This design comes from an exercise in tuning for small area, a short achievable clock period and few clock cycles per item on the open sky130 flow, not from production work. Function was checked by simulation only, so behaviour that the tests miss may differ from the original.

==> flow/design.v <==
package mna_pkg;
  localparam int unsigned WHOLE_W = 33;
  localparam int unsigned NUM_W   = 32;
  localparam int unsigned DEN_W   = 32;
  typedef enum logic [3:0] {
    ST_IDLE,
    ST_MUL0,
    ST_MUL1,
    ST_MUL2,
    ST_PREP,
    ST_RUN,
    ST_INIT2,
    ST_DIV2,
    ST_FIN
  } mna_state_e;
  typedef enum logic [1:0] {
    MUL_AD,   
    MUL_BC,   
    MUL_DD    
  } mna_mul_e;
  typedef struct packed {
    logic     load;        
    mna_mul_e mul_sel;
    logic     mul_en;
    logic     num_first;   
    logic     num_add;     
    logic     prep;        
    logic     run;         
    logic     div2_init;   
    logic     out_load;    
  } mna_cmd_t;
  typedef struct packed {
    logic zero_den;
    logic gcd_done;
    logic div_done;
  } mna_sts_t;
endpackage
module mixed_number_adder #(
  parameter int unsigned FIELD_WIDTH = 16
) (
  input  logic                               clk_i,
  input  logic                               rst_ni,
  input  logic                               in_valid_i,
  output logic                               in_ready_o,
  input  logic signed [FIELD_WIDTH-1:0]      whole_a_i,
  input  logic signed [FIELD_WIDTH-1:0]      num_a_i,
  input  logic signed [FIELD_WIDTH-1:0]      den_a_i,
  input  logic signed [FIELD_WIDTH-1:0]      whole_b_i,
  input  logic signed [FIELD_WIDTH-1:0]      num_b_i,
  input  logic signed [FIELD_WIDTH-1:0]      den_b_i,
  output logic                               out_valid_o,
  input  logic                               out_ready_i,
  output logic signed [mna_pkg::WHOLE_W-1:0] whole_sum_o,
  output logic signed [mna_pkg::NUM_W-1:0]   num_sum_o,
  output logic signed [mna_pkg::DEN_W-1:0]   den_sum_o,
  output logic                               div_error_o
);
  typedef enum logic [2:0] {
    S_IDLE, S_MULT, S_NCOMP, S_GCD, S_UP, S_DOWN, S_FINAL, S_OUT
  } state_e;
  typedef enum logic [1:0] {OP_NOP, OP_A2, OP_AB, OP_BA} op_e;
  state_e state_q, state_d;
  logic   in_ready_q, out_valid_q;
  logic [31:0] a_q, b_q, p_q, q_q, s_q;
  logic [32:0] r_q;
  logic [2:0]  cnt_q;
  logic        sn_q, sd_q, flip_q, errn_q, erro_q;
  op_e         op_q;
  logic        op_b2_q;   
  logic [2:0]  dig1, dig2;
  logic        neg1, neg2, neg3;
  logic [17:0] mag1, mag2, mag3;
  assign dig1 = p_q[31:29];
  assign dig2 = p_q[15:13];
  assign neg1 = dig1[2] & ~(dig1[1] & dig1[0]);
  assign neg2 = dig2[2] & ~(dig2[1] & dig2[0]);
  assign neg3 = neg1 ^ sd_q;
  logic one1, two1, one2, two2;
  logic [17:0] na_e, da_e;
  assign one1 = dig1[1] ^ dig1[0];
  assign two1 = (dig1 == 3'b011) || (dig1 == 3'b100);
  assign one2 = dig2[1] ^ dig2[0];
  assign two2 = (dig2 == 3'b011) || (dig2 == 3'b100);
  assign na_e = {{2{q_q[31]}}, q_q[31:16]};
  assign da_e = {{2{q_q[15]}}, q_q[15:0]};
  assign mag1 = one1 ? na_e : two1 ? {na_e[16:0], 1'b0} : 18'd0;   
  assign mag2 = one2 ? da_e : two2 ? {da_e[16:0], 1'b0} : 18'd0;   
  assign mag3 = one1 ? da_e : two1 ? {da_e[16:0], 1'b0} : 18'd0;   
  logic first;
  assign first = (cnt_q == 3'd0);
  logic        in_mult, in_gcd, in_div, in_fin;
  assign in_mult = (state_q == S_MULT);
  assign in_gcd  = (state_q == S_GCD);
  assign in_div  = (state_q == S_UP) || (state_q == S_DOWN);
  assign in_fin  = (state_q == S_FINAL);
  logic        ext;
  logic [32:0] sub_ab, sub_ba;
  assign ext = (state_q == S_NCOMP);
  assign sub_ab = {ext & a_q[31], a_q} - {ext & b_q[31], b_q};
  logic [32:0] ba_x, ba_y;
  logic        ba_c;
  always_comb begin
    if (in_mult) begin
      ba_x = first ? 33'd0 : {b_q[30:0], 2'b00};
      ba_y = {{15{~(mag2[17] ^ neg2)}}, ~(mag2 ^ {18{neg2}})};
      ba_c = ~neg2;
    end else begin
      ba_x = {ext & b_q[31], b_q};
      ba_y = ~{ext & a_q[31], a_q};
      ba_c = 1'b1;
    end
  end
  assign sub_ba = ba_x + ba_y + {32'd0, ba_c};
  logic [33:0] pq_x, pq_y, add_pq;
  logic        pq_c;
  always_comb begin
    pq_x = {2'b00, p_q};
    pq_y = {2'b00, q_q};
    pq_c = 1'b0;
    if (in_mult) begin
      pq_x = first ? 34'd0 : {a_q, 2'b00};
      pq_y = {{16{mag1[17] ^ neg1}}, mag1 ^ {18{neg1}}};
      pq_c = neg1;
    end else if (in_div) begin
      pq_x = {2'b00, a_q};
      pq_y = ~{1'b0, b_q, 1'b0};
      pq_c = 1'b1;
    end else if (in_fin) begin
      pq_x = '0;
      pq_y = errn_q ? 34'd0 : {2'b00, a_q ^ {32{sn_q}}};
      pq_c = sn_q & ~errn_q;
    end
  end
  assign add_pq = pq_x + pq_y + {33'd0, pq_c};
  logic [32:0] rs_x, rs_y, add_rs;
  logic        rs_c;
  always_comb begin
    rs_x = r_q;
    rs_y = {1'b0, s_q};
    rs_c = 1'b0;
    if (in_mult) begin
      rs_x = first ? 33'd0 : {r_q[30:0], 2'b00};
      rs_y = {{15{mag3[17] ^ neg3}}, mag3 ^ {18{neg3}}};
      rs_c = neg3;
    end else if (in_div) begin
      rs_x = r_q;
      rs_y = {1'b0, p_q} ^ {33{flip_q}};
      rs_c = flip_q;
    end else if (in_fin) begin
      rs_x = '0;
      rs_y = errn_q ? 33'd0 : {1'b0, s_q ^ {32{sd_q}}};
      rs_c = sd_q & ~errn_q;
    end
  end
  assign add_rs = rs_x + rs_y + {32'd0, rs_c};
  logic a_zero, a_ge_b, a_ge_2b;
  assign a_zero  = (a_q == 32'd0);
  assign a_ge_b  = ~sub_ab[32];
  assign a_ge_2b = ~add_pq[33];
  logic in_take;      
  logic zero_den;
  assign zero_den = (den_a_i == '0) || (den_b_i == '0);
  always_comb begin
    state_d = state_q;
    in_take = 1'b0;
    case (state_q)
      S_IDLE: begin
        in_take = in_valid_i;
        if (in_valid_i) state_d = zero_den ? S_FINAL : S_MULT;
      end
      S_MULT:  if (cnt_q == 3'd7) state_d = S_NCOMP;
      S_NCOMP: state_d = S_GCD;
      S_GCD:   if (a_zero) state_d = S_UP;
      S_UP: begin
        if (!a_ge_2b) state_d = p_q[0] ? S_FINAL : S_DOWN;
      end
      S_DOWN:  if (p_q[0]) state_d = S_FINAL;
      S_FINAL: state_d = S_OUT;
      S_OUT: begin
        in_take = in_valid_i;
        if (out_ready_i) begin
          if (in_valid_i) state_d = zero_den ? S_FINAL : S_MULT;
          else state_d = S_IDLE;
        end
      end
      default: state_d = S_IDLE;
    endcase
  end
  always_ff @(posedge clk_i or negedge rst_ni) begin
    if (!rst_ni) begin
      state_q     <= S_IDLE;
      in_ready_q  <= 1'b0;
      out_valid_q <= 1'b0;
    end else begin
      state_q     <= state_d;
      in_ready_q  <= (state_d == S_FINAL);
      if (in_fin) out_valid_q <= 1'b1;
      else if (out_ready_i) out_valid_q <= 1'b0;
    end
  end
  assign in_ready_o  = in_ready_q;
  assign out_valid_o = out_valid_q;
  always_ff @(posedge clk_i) begin
    if (in_take) begin
      p_q    <= {den_b_i, num_b_i};
      q_q    <= {num_a_i, den_a_i};
      sd_q   <= den_a_i[15] ^ den_b_i[15];
      errn_q <= zero_den;
      cnt_q  <= 3'd0;
    end
    case (state_q)
      S_MULT: begin
        a_q   <= add_pq[31:0];
        b_q   <= sub_ba[31:0];
        r_q   <= add_rs;
        p_q   <= {p_q[29:16], 2'b00, p_q[13:0], 2'b00};
        cnt_q <= cnt_q + 3'd1;
      end
      S_NCOMP: begin
        sn_q   <= sub_ab[32];
        flip_q <= sub_ab[32] ^ sd_q;
        a_q    <= sub_ab[32] ? sub_ba[31:0] : sub_ab[31:0];
        b_q    <= r_q[31:0];
        p_q    <= {31'd0, (sub_ab != 33'd0)};
        q_q    <= '0;
        r_q    <= '0;
        s_q    <= 32'd1;
        op_q   <= OP_NOP;
        op_b2_q <= 1'b0;
      end
      S_GCD: begin
        if (op_b2_q) begin
          q_q <= q_q << 1;
          s_q <= s_q << 1;
        end else begin
          case (op_q)
            OP_A2: begin
              p_q <= p_q << 1;
              r_q <= r_q << 1;
            end
            OP_AB: begin
              q_q <= add_pq[31:0];
              s_q <= add_rs[31:0];
              p_q <= p_q << 1;
              r_q <= r_q << 1;
            end
            OP_BA: begin
              p_q <= add_pq[31:0];
              r_q <= add_rs;
              q_q <= q_q << 1;
              s_q <= s_q << 1;
            end
            default: ;
          endcase
        end
        op_b2_q <= 1'b0;
        op_q    <= OP_NOP;
        if (a_zero) begin
          a_q <= add_pq[31:0];
          b_q <= add_rs[31:0];
          s_q <= add_rs[31:0];
          r_q <= {{17{whole_a_i[15]}}, whole_a_i} + {{17{whole_b_i[15]}}, whole_b_i};
          p_q <= 32'd1;
        end else if (!a_q[0] && !b_q[0]) begin
          a_q <= a_q >> 1;
          b_q <= b_q >> 1;
        end else if (!a_q[0]) begin
          a_q  <= a_q >> 1;
          op_q <= OP_A2;
        end else if (!b_q[0]) begin
          b_q     <= b_q >> 1;
          op_b2_q <= 1'b1;
        end else if (a_ge_b) begin
          a_q  <= sub_ab[32:1];
          op_q <= OP_AB;
        end else begin
          b_q  <= sub_ba[32:1];
          op_q <= OP_BA;
        end
      end
      S_UP, S_DOWN: begin
        if ((state_q == S_UP) && a_ge_2b) begin
          b_q <= b_q << 1;
          p_q <= p_q << 1;
        end else begin
          if (a_ge_b) begin
            a_q <= sub_ab[31:0];
            r_q <= add_rs;
          end
          if (!p_q[0]) begin
            b_q <= b_q >> 1;
            p_q <= p_q >> 1;
          end
        end
      end
      S_FINAL: begin
        a_q    <= add_pq[31:0];
        s_q    <= add_rs[31:0];
        if (errn_q) r_q <= '0;
        erro_q <= errn_q;
      end
      default: ;
    endcase
  end
  assign whole_sum_o = r_q;
  assign num_sum_o   = a_q;
  assign den_sum_o   = s_q;
  assign div_error_o = erro_q;
endmodule
==> flow/run.sh <==
#!/bin/bash
# synth_recipe.tcl (not shown) runs the flow's synth.tcl, then flattens the netlist and writes it again
# the make line also repeats each setting of config.mk as NAME=value (left out here)
make -C /OpenROAD-flow-scripts/flow DESIGN_CONFIG=/design/flow/config.mk WORK_HOME=/design/flow/orfs CLKGATE_MAP_FILE= SYNTH_SCRIPT=/design/flow/synth_recipe.tcl finish
==> flow/config.mk <==
export PLATFORM = sky130hd
export DESIGN_NAME = mixed_number_adder
export DESIGN_NICKNAME = mixed_number_adder
export VERILOG_FILES = /design/flow/design.v
export SDC_FILE = /design/flow/constraint.sdc
export NUM_CORES = 4
export LEC_CHECK = 0
export CAP_MARGIN = 20
export CORE_MARGIN = 2
export CORE_UTILIZATION = 40
export SLEW_MARGIN = 20
==> flow/constraint.sdc <==
create_clock -name core_clock -period 10.0 [get_ports {clk_i}]
set_input_delay 2.0000 -clock core_clock [delete_from_list [all_inputs] [get_ports {clk_i}]]
set_output_delay 2.0000 -clock core_clock [all_outputs]
set_load 0.01 [all_outputs]
==> results of run 1 <==
worst register-to-register path, delay by kind of cell, from the launching register on:
kind / cells / cell delay [ns]
buf+inv: 4 / 1.49
compound gates: 8 / 3.12
flops: 1 / 0.32
simple gates: 5 / 1.60
fa+ha+maj: 1 / 0.32
per-stage QoR:
step	setup WS, ns	util (%)
2_1_floorplan	4.071	-
3_3_place_gp	3.203	44.43
3_5_place_dp	3.096	44.45
4_1_cts	3.039	45.82
5_1_grt	2.482	45.90
6_report	2.772	45.92
metal layers:
layer / share of wire [%] / track usage, % / wire, µm / up-vias
li1: - / - / - / 13354
met1: 38 / 51.61 / 54730 / 14750
met2: 42 / 59.49 / 59760 / 2202
met3: 13 / 13.56 / 19260 / 488
met4: 6.6 / 22.41 / 9513 / 4
met5: 0.015 / 0 / 22 / -
worst paths after layout:
kind	slack [ns]	cells past startpoint	start	endpoint
setup reg to reg	2.77	18	state_q[0]	b_q[5]
setup / recovery	2.77	18	state_q[0]	b_q[5]
hold reg to reg	0.53	2	out_valid_q	out_valid_q
hold / removal	0.53	2	out_valid_q	out_valid_q
max in group asynchronous	8.06	1	rst_ni	state_q[1]
min in group asynchronous	1.67	1	rst_ni	in_ready_q
layout make-up:
cell class	count	area share [%]
Inverter	131	1.643
Timing Repair Buffer	290	8.933
Tap cell	864	3.593
Clock buffer	34	2.470
Multi-Input combinational cell	2853	64.15
Clock inverter	15	0.5032
Sequential cell	209	18.65
Antenna cell	7	0.05822
logic make-up (layout without fill, tap and decap cells):
group	after synthesis	in the layout	share of synthesized area, %
flops	209	209	21.25
mux	121	121	4.591
simple gates	839	839	14.43
other cells	0	7	0
buf+inv	430	470	6.249
compound gates	1495	1495	37.72
xor+xnor	234	234	7.761
fa+ha+maj	164	164	7.998
flip-flops by register name (all words and copies together) (netlist names):
name / cells
a_q: 32
b_q: 32
cnt_q: 3
errn_q: 1
erro_q: 1
flip_q: 1
in_ready_q: 1
op_b2_q: 1
op_q: 2
out_valid_q: 1
p_q: 32
q_q: 32
r_q: 33
s_q: 32
sd_q: 1
sn_q: 1
state_q: 3
cell usage in the layout (no fill, tap or decap), types with 51 or more instances in the layout:
cell type / count
sky130_fd_sc_hd__a21o_1: 67
sky130_fd_sc_hd__edfxtp_1: 140
sky130_fd_sc_hd__clkdlybuf4s50_1: 199
sky130_fd_sc_hd__a22o_1: 75
sky130_fd_sc_hd__o21ai_0: 314
sky130_fd_sc_hd__buf_4: 90
sky130_fd_sc_hd__xor2_1: 126
sky130_fd_sc_hd__nor2_1: 252
sky130_fd_sc_hd__a221oi_1: 82
sky130_fd_sc_hd__nand2_1: 274
sky130_fd_sc_hd__inv_1: 129
sky130_fd_sc_hd__a22oi_1: 74
sky130_fd_sc_hd__o22ai_1: 51
sky130_fd_sc_hd__nand3_1: 65
sky130_fd_sc_hd__xnor2_1: 104
sky130_fd_sc_hd__a211oi_1: 78
sky130_fd_sc_hd__a21oi_1: 391
sky130_fd_sc_hd__ha_1: 155
sky130_fd_sc_hd__mux2i_1: 120
sky130_fd_sc_hd__dfxtp_1: 63
==> flow_summary.html, run 1 <==
<table>
<tr><th>Metric</th><th>Value</th></tr>
<tr><th colspan="2">Routing</th></tr>
<tr><td>Routed len/inst</td><td>32.54 µm</td></tr>
<tr><td>Post-DR vias/cell</td><td>approximately 7.0</td></tr>
<tr><td>Violation count after the first detailed-routing iteration</td><td>4844</td></tr>
<tr><td>Number of detailed-routing iterations run before antenna repair</td><td>10</td></tr>
<tr><td>Number of DRC violations after detailed routing</td><td>0</td></tr>
<tr><td>Remaining antenna violation count after routing</td><td>0</td></tr>
<tr><td>Final wirelength</td><td>between 100000 and 150000 µm</td></tr>
<tr><td>Via Count</td><td>roughly 31000</td></tr>
<tr><th colspan="2">GRT</th></tr>
<tr><td>Via count of the first global-routing pass</td><td>around 28000</td></tr>
<tr><td>Total global routing overflow</td><td>0</td></tr>
<tr><td>Initial antenna violation count</td><td>8</td></tr>
<tr><td>GRT Overall Usage</td><td>between 40% and 50%</td></tr>
<tr><td>Maximum number of pins on one net before global-route repair</td><td>82</td></tr>
<tr><td>First-pass GRT wire length</td><td>201100 µm</td></tr>
<tr><th colspan="2">Floorplanning</th></tr>
<tr><td>Core Box Area</td><td>about 0.066 mm²</td></tr>
<tr><td>Number of placement rows</td><td>between 90 and 100</td></tr>
<tr><td>Io pins</td><td>200</td></tr>
<tr><td>Starting Density</td><td>between 40% and 50%</td></tr>
<tr><td>Die W</td><td>~260 µm</td></tr>
<tr><td>DIE AREA</td><td>roughly 0.07 mm²</td></tr>
<tr><td>Chip height</td><td>between 200 and 300 µm</td></tr>
<tr><th colspan="2">Synthesis</th></tr>
<tr><td>Cell type contributing the most total cell area after synthesis</td><td>sky130_fd_sc_hd__edfxtp_1</td></tr>
<tr><td>Count of warnings emitted by yosys</td><td>1</td></tr>
<tr><td>Mean instance size in the synthesized netlist</td><td>7.562 µm²</td></tr>
<tr><td>Post-synthesis sequential element count</td><td>approximately 210</td></tr>
<tr><td>Cells taking the most area after synthesis</td><td>sky130_fd_sc_hd__edfxtp_1 16%, sky130_fd_sc_hd__a21oi_1 7.4%, sky130_fd_sc_hd__ha_1 7.4%, sky130_fd_sc_hd__o21ai_0 6.0%, sky130_fd_sc_hd__dfxtp_1 4.9%</td></tr>
<tr><td>Synth top cells by count</td><td>393 x sky130_fd_sc_hd__a21oi_1, 316 x sky130_fd_sc_hd__o21ai_0, 276 x sky130_fd_sc_hd__nand2_1</td></tr>
<tr><td>EDFF count, synth</td><td>140</td></tr>
<tr><td>Count of distinct cell types in the synthesized netlist</td><td>92</td></tr>
<tr><td>Area fraction of the dominant cell type after synthesis</td><td>between 15 and 20%</td></tr>
<tr><td>Portion of the post-synthesis area used by sequential elements</td><td>21.25%</td></tr>
<tr><td>Synth async-reset ratio</td><td>under 10%</td></tr>
<tr><td>Most used flip-flop cell after synthesis</td><td>sky130_fd_sc_hd__edfxtp_1</td></tr>
<tr><td>Mapped Cells</td><td>approximately 3500</td></tr>
<tr><td>Net Count, Synth</td><td>about 3800</td></tr>
<tr><td>Most frequent cell after synthesis</td><td>sky130_fd_sc_hd__a21oi_1</td></tr>
<tr><td>Netlist area before placement</td><td>~0.026 mm²</td></tr>
<tr><th colspan="2">Clocking</th></tr>
<tr><td>Sinks on Clock Net</td><td>about 210</td></tr>
<tr><td>Buffer cell driving the clock tree root</td><td>sky130_fd_sc_hd__clkbuf_16</td></tr>
<tr><td>Hold Buf Count CTS</td><td>0</td></tr>
<tr><td>CTS tree</td><td>done</td></tr>
<tr><td>Clock insertion delay at the later pin of the skew report</td><td>around 0.60 ns</td></tr>
<tr><td>Post-CTS setup buffers</td><td>0</td></tr>
<tr><td>Deepest clock path buffer count</td><td>3</td></tr>
<tr><td>CTS clock-pin slew for the worst setup and hold paths</td><td>0.06 ns</td></tr>
<tr><td>Number of H-tree levels</td><td>1</td></tr>
<tr><td>Cts repair resizes</td><td>0</td></tr>
<tr><td>Number of clock buffers inserted by TritonCTS</td><td>27</td></tr>
<tr><th colspan="2">Finish</th></tr>
<tr><td>Syn-to-layout area delta</td><td>13.92%</td></tr>
<tr><td>Sequential cell area in the final layout</td><td>0.005612 mm²</td></tr>
<tr><td>Number of filler cells placed in the layout</td><td>approximately 6700</td></tr>
<tr><td>Final standard cell area without fillers</td><td>between 0.03 and 0.04 mm²</td></tr>
<tr><td>Area taken by multi-input logic gates</td><td>roughly 0.019 mm²</td></tr>
<tr><td># nets final</td><td>3776</td></tr>
<tr><td>Fraction of final layout cells with drive strength greater than 1</td><td>~5.5%</td></tr>
<tr><td>Non-filler cells in the finished layout</td><td>about 4400</td></tr>
<tr><th colspan="2">Placed design</th></tr>
<tr><td>Count of input and output buffers</td><td>roughly 200</td></tr>
<tr><td>Dpl hpwl</td><td>~110000 µm</td></tr>
<tr><td>Total placed cells including tap cells</td><td>4345</td></tr>
<tr><td>Placed inst area</td><td>between 0.02 and 0.03 mm²</td></tr>
<tr><td>Final weighted congestion in routability-driven placement</td><td>about 1.1</td></tr>
<tr><th colspan="2">Critical path</th></tr>
<tr><td>Crit path max-delay cell type</td><td>sky130_fd_sc_hd__a21oi_4</td></tr>
<tr><td>Largest stage delay on the critical path</td><td>~0.76 ns</td></tr>
<tr><td>CP startpoint kind</td><td>flip-flop</td></tr>
<tr><td>Critical path peak fanout</td><td>67</td></tr>
<tr><td>Crit path capture type</td><td>flip-flop</td></tr>
<tr><td>Critical Path, Cell by Cell</td><td>buf_4 &gt; nor2b_1 &gt; nand2_2 &gt; a21oi_4 &gt; buf_4 &gt; a222oi_1 &gt; inv_1 &gt; ha_1 &gt; and3_1 &gt; and3_1 &gt; a21oi_1 &gt; a21oi_1 &gt; o311a_1 &gt; o211a_4 &gt; nor2_1 &gt; a21oi_1 &gt; o31a_1 &gt; buf_4</td></tr>
<tr><td>Cell type group with the largest total delay on the critical path</td><td>compound AO/OA/AOI/OAI gates</td></tr>
<tr><td>WP buf/inv</td><td>4</td></tr>
<tr><td>Critical path data arrival time</td><td>roughly 7.5 ns</td></tr>
<tr><td>Required time of the worst setup path</td><td>roughly 10 ns</td></tr>
<tr><td>Classification of the worst setup path</td><td>reg -&gt; reg</td></tr>
<tr><th colspan="2">STA</th></tr>
<tr><td>Sum Neg Setup Slack</td><td>0 ns</td></tr>
<tr><td>Clk_skew</td><td>~0.019 ns</td></tr>
<tr><td>Worst-margin pin slew</td><td>1.294 ns</td></tr>
<tr><td>RSZ-0062 raised after global routing</td><td>false</td></tr>
<tr><td>Highest Clock Rate</td><td>138.4 MHz</td></tr>
<tr><td>Post-route worst hold slack</td><td>about 0.53 ns</td></tr>
<tr><td>Setup-failing EPs final</td><td>0</td></tr>
<tr><td>Count of endpoints failing hold in the final timing report</td><td>0</td></tr>
<tr><td>Tightest slew margin relative to the limit</td><td>between 10 and 15%</td></tr>
<tr><td>Final Slew Violations</td><td>0</td></tr>
<tr><td>Post-route minimum period</td><td>between 7 and 8 ns</td></tr>
<tr><td>Final worst path period share</td><td>between 70% and 80%</td></tr>
<tr><th colspan="2">Flow run</th></tr>
<tr><td>Max Cap Violations</td><td>0</td></tr>
<tr><th colspan="2">Run status</th></tr>
<tr><td>Status</td><td>no timing/DRC/antenna violations</td></tr>
<tr><th colspan="2">Worst hold path</th></tr>
<tr><td>Path class of the lowest-slack min-delay path</td><td>reg -&gt; reg</td></tr>
</table>
Testbench counts, summed over its fixed seeds: cycles 105,846, items 3,200.
==> run 2: changes to the inputs <==
--- a/flow/design.v
+++ b/flow/design.v
@@ -58,7 +58,7 @@
   typedef enum logic [2:0] {
     S_IDLE, S_MULT, S_NCOMP, S_GCD, S_UP, S_DOWN, S_FINAL, S_OUT
   } state_e;
-  typedef enum logic [1:0] {OP_NOP, OP_A2, OP_AB, OP_BA} op_e;
+  typedef enum logic [2:0] {OP_NOP, OP_A2, OP_B2, OP_AB, OP_BA} op_e;
   state_e state_q, state_d;
   logic   in_ready_q, out_valid_q;
   logic [31:0] a_q, b_q, p_q, q_q, s_q;
@@ -66,28 +66,44 @@
   logic [2:0]  cnt_q;
   logic        sn_q, sd_q, flip_q, errn_q, erro_q;
   op_e         op_q;
-  logic        op_b2_q;   
-  logic [2:0]  dig1, dig2;
-  logic        neg1, neg2, neg3;
+  logic        k2_q;      
+  logic one1_q, two1_q, neg1_q, one2_q, two2_q, neg2_q, neg3_q;
+  logic [2:0]  dig1_n, dig2_n;
   logic [17:0] mag1, mag2, mag3;
-  assign dig1 = p_q[31:29];
-  assign dig2 = p_q[15:13];
-  assign neg1 = dig1[2] & ~(dig1[1] & dig1[0]);
-  assign neg2 = dig2[2] & ~(dig2[1] & dig2[0]);
-  assign neg3 = neg1 ^ sd_q;
-  logic one1, two1, one2, two2;
   logic [17:0] na_e, da_e;
-  assign one1 = dig1[1] ^ dig1[0];
-  assign two1 = (dig1 == 3'b011) || (dig1 == 3'b100);
-  assign one2 = dig2[1] ^ dig2[0];
-  assign two2 = (dig2 == 3'b011) || (dig2 == 3'b100);
   assign na_e = {{2{q_q[31]}}, q_q[31:16]};
   assign da_e = {{2{q_q[15]}}, q_q[15:0]};
-  assign mag1 = one1 ? na_e : two1 ? {na_e[16:0], 1'b0} : 18'd0;   
-  assign mag2 = one2 ? da_e : two2 ? {da_e[16:0], 1'b0} : 18'd0;   
-  assign mag3 = one1 ? da_e : two1 ? {da_e[16:0], 1'b0} : 18'd0;   
+  assign mag1 = one1_q ? na_e : two1_q ? {na_e[16:0], 1'b0} : 18'd0;   
+  assign mag2 = one2_q ? da_e : two2_q ? {da_e[16:0], 1'b0} : 18'd0;   
+  assign mag3 = one1_q ? da_e : two1_q ? {da_e[16:0], 1'b0} : 18'd0;   
+  logic neg1, neg2, neg3;
+  assign neg1 = neg1_q;
+  assign neg2 = neg2_q;
+  assign neg3 = neg3_q;
   logic first;
   assign first = (cnt_q == 3'd0);
+  logic [2:0] d1_src, d2_src;
+  logic       sd_src;
+  always_comb begin
+    if (in_take) begin
+      d1_src = den_b_i[15:13];
+      d2_src = num_b_i[15:13];
+      sd_src = den_a_i[15] ^ den_b_i[15];
+    end else begin
+      d1_src = p_q[29:27];
+      d2_src = p_q[13:11];
+      sd_src = sd_q;
+    end
+  end
+  always_ff @(posedge clk_i) begin
+    one1_q <= d1_src[1] ^ d1_src[0];
+    two1_q <= (d1_src == 3'b011) || (d1_src == 3'b100);
+    neg1_q <= d1_src[2] & ~(d1_src[1] & d1_src[0]);
+    one2_q <= d2_src[1] ^ d2_src[0];
+    two2_q <= (d2_src == 3'b011) || (d2_src == 3'b100);
+    neg2_q <= d2_src[2] & ~(d2_src[1] & d2_src[0]);
+    neg3_q <= (d1_src[2] & ~(d1_src[1] & d1_src[0])) ^ sd_src;
+  end
   logic        in_mult, in_gcd, in_div, in_fin;
   assign in_mult = (state_q == S_MULT);
   assign in_gcd  = (state_q == S_GCD);
@@ -114,7 +130,7 @@
   logic [33:0] pq_x, pq_y, add_pq;
   logic        pq_c;
   always_comb begin
-    pq_x = {2'b00, p_q};
+    pq_x = {2'b00, p_q & {32{op_q != OP_NOP}}};
     pq_y = {2'b00, q_q};
     pq_c = 1'b0;
     if (in_mult) begin
@@ -221,40 +237,39 @@
         flip_q <= sub_ab[32] ^ sd_q;
         a_q    <= sub_ab[32] ? sub_ba[31:0] : sub_ab[31:0];
         b_q    <= r_q[31:0];
-        p_q    <= {31'd0, (sub_ab != 33'd0)};
+        p_q    <= 32'd1;
         q_q    <= '0;
         r_q    <= '0;
         s_q    <= 32'd1;
         op_q   <= OP_NOP;
-        op_b2_q <= 1'b0;
+        k2_q   <= 1'b0;
       end
       S_GCD: begin
-        if (op_b2_q) begin
-          q_q <= q_q << 1;
-          s_q <= s_q << 1;
-        end else begin
-          case (op_q)
-            OP_A2: begin
-              p_q <= p_q << 1;
-              r_q <= r_q << 1;
-            end
-            OP_AB: begin
-              q_q <= add_pq[31:0];
-              s_q <= add_rs[31:0];
-              p_q <= p_q << 1;
-              r_q <= r_q << 1;
-            end
-            OP_BA: begin
-              p_q <= add_pq[31:0];
-              r_q <= add_rs;
-              q_q <= q_q << 1;
-              s_q <= s_q << 1;
-            end
-            default: ;
-          endcase
-        end
-        op_b2_q <= 1'b0;
-        op_q    <= OP_NOP;
+        case (op_q)
+          OP_A2: begin
+            p_q <= k2_q ? p_q << 2 : p_q << 1;
+            r_q <= k2_q ? r_q << 2 : r_q << 1;
+          end
+          OP_B2: begin
+            q_q <= k2_q ? q_q << 2 : q_q << 1;
+            s_q <= k2_q ? s_q << 2 : s_q << 1;
+          end
+          OP_AB: begin
+            q_q <= add_pq[31:0];
+            s_q <= add_rs[31:0];
+            p_q <= k2_q ? p_q << 2 : p_q << 1;
+            r_q <= k2_q ? r_q << 2 : r_q << 1;
+          end
+          OP_BA: begin
+            p_q <= add_pq[31:0];
+            r_q <= add_rs;
+            q_q <= k2_q ? q_q << 2 : q_q << 1;
+            s_q <= k2_q ? s_q << 2 : s_q << 1;
+          end
+          default: ;
+        endcase
+        op_q <= OP_NOP;
+        k2_q <= 1'b0;
         if (a_zero) begin
           a_q <= add_pq[31:0];
           b_q <= add_rs[31:0];
@@ -262,20 +277,29 @@
           r_q <= {{17{whole_a_i[15]}}, whole_a_i} + {{17{whole_b_i[15]}}, whole_b_i};
           p_q <= 32'd1;
         end else if (!a_q[0] && !b_q[0]) begin
-          a_q <= a_q >> 1;
-          b_q <= b_q >> 1;
+          if (!a_q[1] && !b_q[1]) begin
+            a_q <= a_q >> 2;
+            b_q <= b_q >> 2;
+          end else begin
+            a_q <= a_q >> 1;
+            b_q <= b_q >> 1;
+          end
         end else if (!a_q[0]) begin
-          a_q  <= a_q >> 1;
+          a_q  <= a_q[1] ? a_q >> 1 : a_q >> 2;
           op_q <= OP_A2;
+          k2_q <= !a_q[1];
         end else if (!b_q[0]) begin
-          b_q     <= b_q >> 1;
-          op_b2_q <= 1'b1;
+          b_q  <= b_q[1] ? b_q >> 1 : b_q >> 2;
+          op_q <= OP_B2;
+          k2_q <= !b_q[1];
         end else if (a_ge_b) begin
-          a_q  <= sub_ab[32:1];
+          a_q  <= (a_q[1] ^ b_q[1]) ? sub_ab[32:1] : {1'b0, sub_ab[32:2]};
           op_q <= OP_AB;
+          k2_q <= !(a_q[1] ^ b_q[1]);
         end else begin
-          b_q  <= sub_ba[32:1];
+          b_q  <= (a_q[1] ^ b_q[1]) ? sub_ba[32:1] : {1'b0, sub_ba[32:2]};
           op_q <= OP_BA;
+          k2_q <= !(a_q[1] ^ b_q[1]);
         end
       end
       S_UP, S_DOWN: begin
==> flow_summary.html, run 2 <==
<table>
<tr><th>Metric</th><th>Value</th></tr>
<tr><th colspan="2">Critical path</th></tr>
<tr><td>Crit Reg-Reg Startpoint</td><td>state_q[2]</td></tr>
<tr><td>Classification of the worst setup path</td><td>reg -&gt; reg</td></tr>
<tr><td>CP startpoint kind</td><td>flip-flop</td></tr>
<tr><td>Largest stage delay on the critical path</td><td>0.83 ns (+0.07 ns)</td></tr>
<tr><td>Crit path capture type</td><td>flip-flop</td></tr>
<tr><td>Crit path max-delay cell type</td><td>sky130_fd_sc_hd__dfrtp_1</td></tr>
<tr><td>Required time of the worst setup path</td><td>10.39 ns (+0.15 ns)</td></tr>
<tr><td>Start point of the critical path</td><td>state_q[2]</td></tr>
<tr><td>Cell type group with the largest total delay on the critical path</td><td>compound AO/OA/AOI/OAI gates</td></tr>
<tr><td>WP buf/inv</td><td>2 (-2)</td></tr>
<tr><td>Cell mode on critical path</td><td>sky130_fd_sc_hd__a221oi_1</td></tr>
<tr><td>Critical path peak fanout</td><td>20 (-70%)</td></tr>
<tr><td>Critical path data arrival time</td><td>7.51 ns (+0.05 ns)</td></tr>
<tr><td>Critical Path, Cell by Cell</td><td>inv_1 &gt; nor2_1 &gt; nand2_2 &gt; nor2_2 &gt; buf_4 &gt; a221oi_1 &gt; a221oi_1 &gt; ha_1 &gt; nor2b_4 &gt; o31a_1 &gt; o311a_4 &gt; a21bo_2 &gt; a31o_2 &gt; a221o_2 &gt; a21oi_1 &gt; xor2_1 &gt; o221ai_1 &gt; a211o_1</td></tr>
<tr><th colspan="2">Routing</th></tr>
<tr><td>Violation count after the first detailed-routing iteration</td><td>5700 (+18%)</td></tr>
<tr><td>Via Count</td><td>34555 (+12%)</td></tr>
<tr><td>Number of DRC violations after detailed routing</td><td>0 (unchanged)</td></tr>
<tr><td>Routed len/inst</td><td>31.73 µm (-2.5%)</td></tr>
<tr><td>Post-DR vias/cell</td><td>6.901 (-1.3%)</td></tr>
<tr><td>Final wirelength</td><td>158900 µm (+11%)</td></tr>
<tr><td>Remaining antenna violation count after routing</td><td>0 (unchanged)</td></tr>
<tr><td>Number of detailed-routing iterations run before antenna repair</td><td>9 (-1)</td></tr>
<tr><th colspan="2">Clocking</th></tr>
<tr><td>Hold Buf Count CTS</td><td>0 (unchanged)</td></tr>
<tr><td>Number of clock buffers inserted by TritonCTS</td><td>30 (+11%)</td></tr>
<tr><td>Cts repair resizes</td><td>0 (unchanged)</td></tr>
<tr><td>Deepest clock path buffer count</td><td>3 (unchanged)</td></tr>
<tr><td>Number of H-tree levels</td><td>1 (unchanged)</td></tr>
<tr><td>Post-CTS setup buffers</td><td>0 (unchanged)</td></tr>
<tr><td>CTS clock-pin slew for the worst setup and hold paths</td><td>0.07 ns (about the same)</td></tr>
<tr><td>CTS tree</td><td>done</td></tr>
<tr><td>Buffer cell driving the clock tree root</td><td>sky130_fd_sc_hd__clkbuf_16</td></tr>
<tr><td>Clock insertion delay at the later pin of the skew report</td><td>0.65 ns (+0.05 ns)</td></tr>
<tr><td>Sinks on Clock Net</td><td>217 (+3.8%)</td></tr>
<tr><th colspan="2">STA</th></tr>
<tr><td>Final worst path period share</td><td>71.26% (-1.0 points)</td></tr>
<tr><td>Sum Neg Setup Slack</td><td>0 ns (unchanged)</td></tr>
<tr><td>Count of endpoints failing hold in the final timing report</td><td>0 (unchanged)</td></tr>
<tr><td>Final Slew Violations</td><td>0 (unchanged)</td></tr>
<tr><td>Clk_skew</td><td>0.03148 ns (+0.01257 ns)</td></tr>
<tr><td>Post-route minimum period</td><td>7.126 ns (-0.1019 ns)</td></tr>
<tr><td>Tightest slew margin relative to the limit</td><td>12.00% (-1.4 points)</td></tr>
<tr><td>Setup-failing EPs final</td><td>0 (unchanged)</td></tr>
<tr><td>Worst-margin pin slew</td><td>1.311 ns (+0.01623 ns)</td></tr>
<tr><td>Highest Clock Rate</td><td>140.3 MHz (+1.4%)</td></tr>
<tr><td>RSZ-0062 raised after global routing</td><td>false</td></tr>
<tr><th colspan="2">Floorplanning</th></tr>
<tr><td>DIE AREA</td><td>0.07711 mm² (+13%)</td></tr>
<tr><td>Die W</td><td>277.7 µm (+6.4%)</td></tr>
<tr><td>Number of placement rows</td><td>100 (+6.4%)</td></tr>
<tr><td>Starting Density</td><td>40.31% (about the same)</td></tr>
<tr><td>Core Box Area</td><td>0.07432 mm² (+13%)</td></tr>
<tr><td>Chip height</td><td>277.7 µm (+6.4%)</td></tr>
<tr><td>Io pins</td><td>200 (unchanged)</td></tr>
<tr><th colspan="2">GRT</th></tr>
<tr><td>Total global routing overflow</td><td>0 (unchanged)</td></tr>
<tr><td>Via count of the first global-routing pass</td><td>31291 (+12%)</td></tr>
<tr><td>GRT Overall Usage</td><td>39.28% (-1.1 points)</td></tr>
<tr><td>Maximum number of pins on one net before global-route repair</td><td>116 (+41%)</td></tr>
<tr><td>First-pass GRT wire length</td><td>225800 µm (+12%)</td></tr>
<tr><td>Initial antenna violation count</td><td>6 (-2)</td></tr>
<tr><th colspan="2">Finish</th></tr>
<tr><td>Leading cell type in the layout, fill and taps excluded</td><td>sky130_fd_sc_hd__nand2_1</td></tr>
<tr><td>Fraction of the core area covered by cells at the end of the flow</td><td>45.14% (-0.78 points)</td></tr>
<tr><td># nets final</td><td>4272 (+13%)</td></tr>
<tr><td>Commonest non-fill, non-tap cells in the layout</td><td>500 x sky130_fd_sc_hd__nand2_1, 397 x sky130_fd_sc_hd__a21oi_1, 311 x sky130_fd_sc_hd__o21ai_0</td></tr>
<tr><td>Number of flip-flops in the largest register</td><td>33 (unchanged)</td></tr>
<tr><td>Top reg by flops</td><td>r_q</td></tr>
<tr><td>Syn-to-layout area delta</td><td>11.97%</td></tr>
<tr><td>Fraction of final layout cells with drive strength greater than 1</td><td>6.492% (+1.0 points)</td></tr>
<tr><th colspan="2">Placed design</th></tr>
<tr><td>Final weighted congestion in routability-driven placement</td><td>1.062 (+0.80%)</td></tr>
<tr><td>Dpl hpwl</td><td>116300 µm (+9.1%)</td></tr>
<tr><td>Count of input and output buffers</td><td>199 (unchanged)</td></tr>
<tr><th colspan="2">Synthesis</th></tr>
<tr><td>Netlist area before placement</td><td>0.02996 mm² (+13%)</td></tr>
<tr><td>Post-synthesis sequential element count</td><td>217 (+3.8%)</td></tr>
<tr><td>Synth async-reset ratio</td><td>2.304% (-0.088 points)</td></tr>
<tr><td>Cell type contributing the most total cell area after synthesis</td><td>sky130_fd_sc_hd__edfxtp_1</td></tr>
<tr><td>Count of warnings emitted by yosys</td><td>1 (unchanged)</td></tr>
<tr><td>Portion of the post-synthesis area used by sequential elements</td><td>19.26% (-2.0 points)</td></tr>
<tr><td>Count of distinct cell types in the synthesized netlist</td><td>94 (+2.2%)</td></tr>
<tr><td>Most frequent cell after synthesis</td><td>sky130_fd_sc_hd__nand2_1</td></tr>
<tr><td>Synth top cells by count</td><td>504 x sky130_fd_sc_hd__nand2_1, 398 x sky130_fd_sc_hd__a21oi_1, 328 x sky130_fd_sc_hd__clkbuf_1</td></tr>
<tr><td>Mean instance size in the synthesized netlist</td><td>7.344 µm² (-2.9%)</td></tr>
<tr><td>Area fraction of the dominant cell type after synthesis</td><td>14.03% (-1.9 points)</td></tr>
<tr><td>EDFF count, synth</td><td>140 (unchanged)</td></tr>
<tr><td>Mapped Cells</td><td>4080 (+17%)</td></tr>
<tr><td>Most used flip-flop cell after synthesis</td><td>sky130_fd_sc_hd__edfxtp_1</td></tr>
<tr><td>Net Count, Synth</td><td>4340 (+16%)</td></tr>
<tr><td>Cells taking the most area after synthesis</td><td>sky130_fd_sc_hd__edfxtp_1 14%, sky130_fd_sc_hd__mux2i_1 8.9%, sky130_fd_sc_hd__a21oi_1 6.6%, sky130_fd_sc_hd__ha_1 6.3%, sky130_fd_sc_hd__nand2_1 6.3%</td></tr>
<tr><th colspan="2">Worst hold path</th></tr>
<tr><td>Startpoint of the most critical hold path</td><td>sd_q</td></tr>
<tr><td>Path class of the lowest-slack min-delay path</td><td>reg -&gt; reg</td></tr>
<tr><th colspan="2">Flow run</th></tr>
<tr><td>Max Cap Violations</td><td>0 (unchanged)</td></tr>
<tr><th colspan="2">Run status</th></tr>
<tr><td>Status</td><td>no timing/DRC/antenna violations</td></tr>
</table>
## run 2: layer usage
layer	up-vias	global-route usage [%]	wire, µm
li1	15098	-	-
met1	16275	51.04	61070
met2	2588	56.46	64500
met3	588	10.67	20370
met4	6	26.65	12900
met5	-	0	42
## run 2: cell families (layout without fill, tap and decap cells)
family	Yosys count	in the layout	synth area share (%)
adder cells (fa/ha/maj)	160	160	6.882
multiplexers	297	297	10.05
AO/OA/AOI/OAI	1538	1538	33.63
buffers and inverters	509	465	6.598
flip-flops	217	217	19.26
XOR/XNOR	251	251	7.337
AND/OR/NAND/NOR	1108	1108	16.24
other	0	2	0
## run 2: worst reg2reg max path, stage by stage, from the launching register on
cell and delay (ns):
sky130_fd_sc_hd__dfrtp_1 0.83, sky130_fd_sc_hd__inv_1 0.41, sky130_fd_sc_hd__nor2_1 0.45, sky130_fd_sc_hd__nand2_2 0.18, sky130_fd_sc_hd__nor2_2 0.74, sky130_fd_sc_hd__buf_4 0.41, sky130_fd_sc_hd__a221oi_1 0.12, sky130_fd_sc_hd__a221oi_1 0.25
sky130_fd_sc_hd__ha_1 0.32, sky130_fd_sc_hd__nor2b_4 0.15, sky130_fd_sc_hd__o31a_1 0.31, sky130_fd_sc_hd__o311a_4 0.40, sky130_fd_sc_hd__a21bo_2 0.25, sky130_fd_sc_hd__a31o_2 0.27, sky130_fd_sc_hd__a221o_2 0.40, sky130_fd_sc_hd__a21oi_1 0.18
sky130_fd_sc_hd__xor2_1 0.70, sky130_fd_sc_hd__o221ai_1 0.23, sky130_fd_sc_hd__a211o_1 0.26
## run 2: layout make-up
cell class,instances,area (µm²)
antenna,2,5.005
clock buffer,35,799.5
clock inverter,21,190.2
fill,7698,40770
inverter,102,382.9
multi-input combinational,3354,22350
sequential,217,5773
tap,969,1212
timing repair buffer,307,2835
## run 2: worst paths after layout
check / to / slack (ns) / cells after the start
setup / recovery: a_q[20] / 2.87 / 18
hold / removal: flip_q / 0.60 / 1
setup reg to reg: a_q[20] / 2.87 / 18
hold reg to reg: flip_q / 0.60 / 1
max in group asynchronous: state_q[0] / 8.11 / 1
min in group asynchronous: state_q[1] / 1.63 / 1
## run 2: stage by stage
step	hold WS [ns]	instances	setup WS, ns	cell area [µm²]
final	0.5973	5007	2.874	33550
after CTS	0.5966	5004	3.024	33510
after floorplan	0.4244	4080	3.403	29960
after detailed placement	0.6016	4948	3.059	32520
after global routing	0.6064	5005	2.642	33540
after global placement	0.5807	4948	3.110	32520
Testbench counts of run 2, summed over its fixed seeds: cycles 87,461, items 3,200.

separate check: timing with driven ports:
How much do the figures lean on ideal ports? The routed layouts below were timed once more, with nothing changed but the port constraints. Step 1 (the two cells are an assumption about what drives the block):
set clk [get_ports {clk_i}]
set_driving_cell -lib_cell sky130_fd_sc_hd__clkbuf_16 $clk
set_driving_cell -lib_cell sky130_fd_sc_hd__buf_2 [delete_from_list [all_inputs] $clk]
Step 2 times the ports against the registers' clock, not the clock port: input delays grow and output delays shrink by t, the midpoint of the rising clock arrivals with the driver on. Three values: no drivers, after step 1, after step 2; two values: the first two.
| run | t, ns | slack for setup (ns) | worst setup path after step 2 |
|---|---|---|---|
| run 1 | 0.657 | 2.772 / 2.772 / 2.772 | register to register |
| run 2 | 0.699 | 2.874 / 2.874 / 2.874 | register to register |
After both steps setup and hold are still met in every run listed.
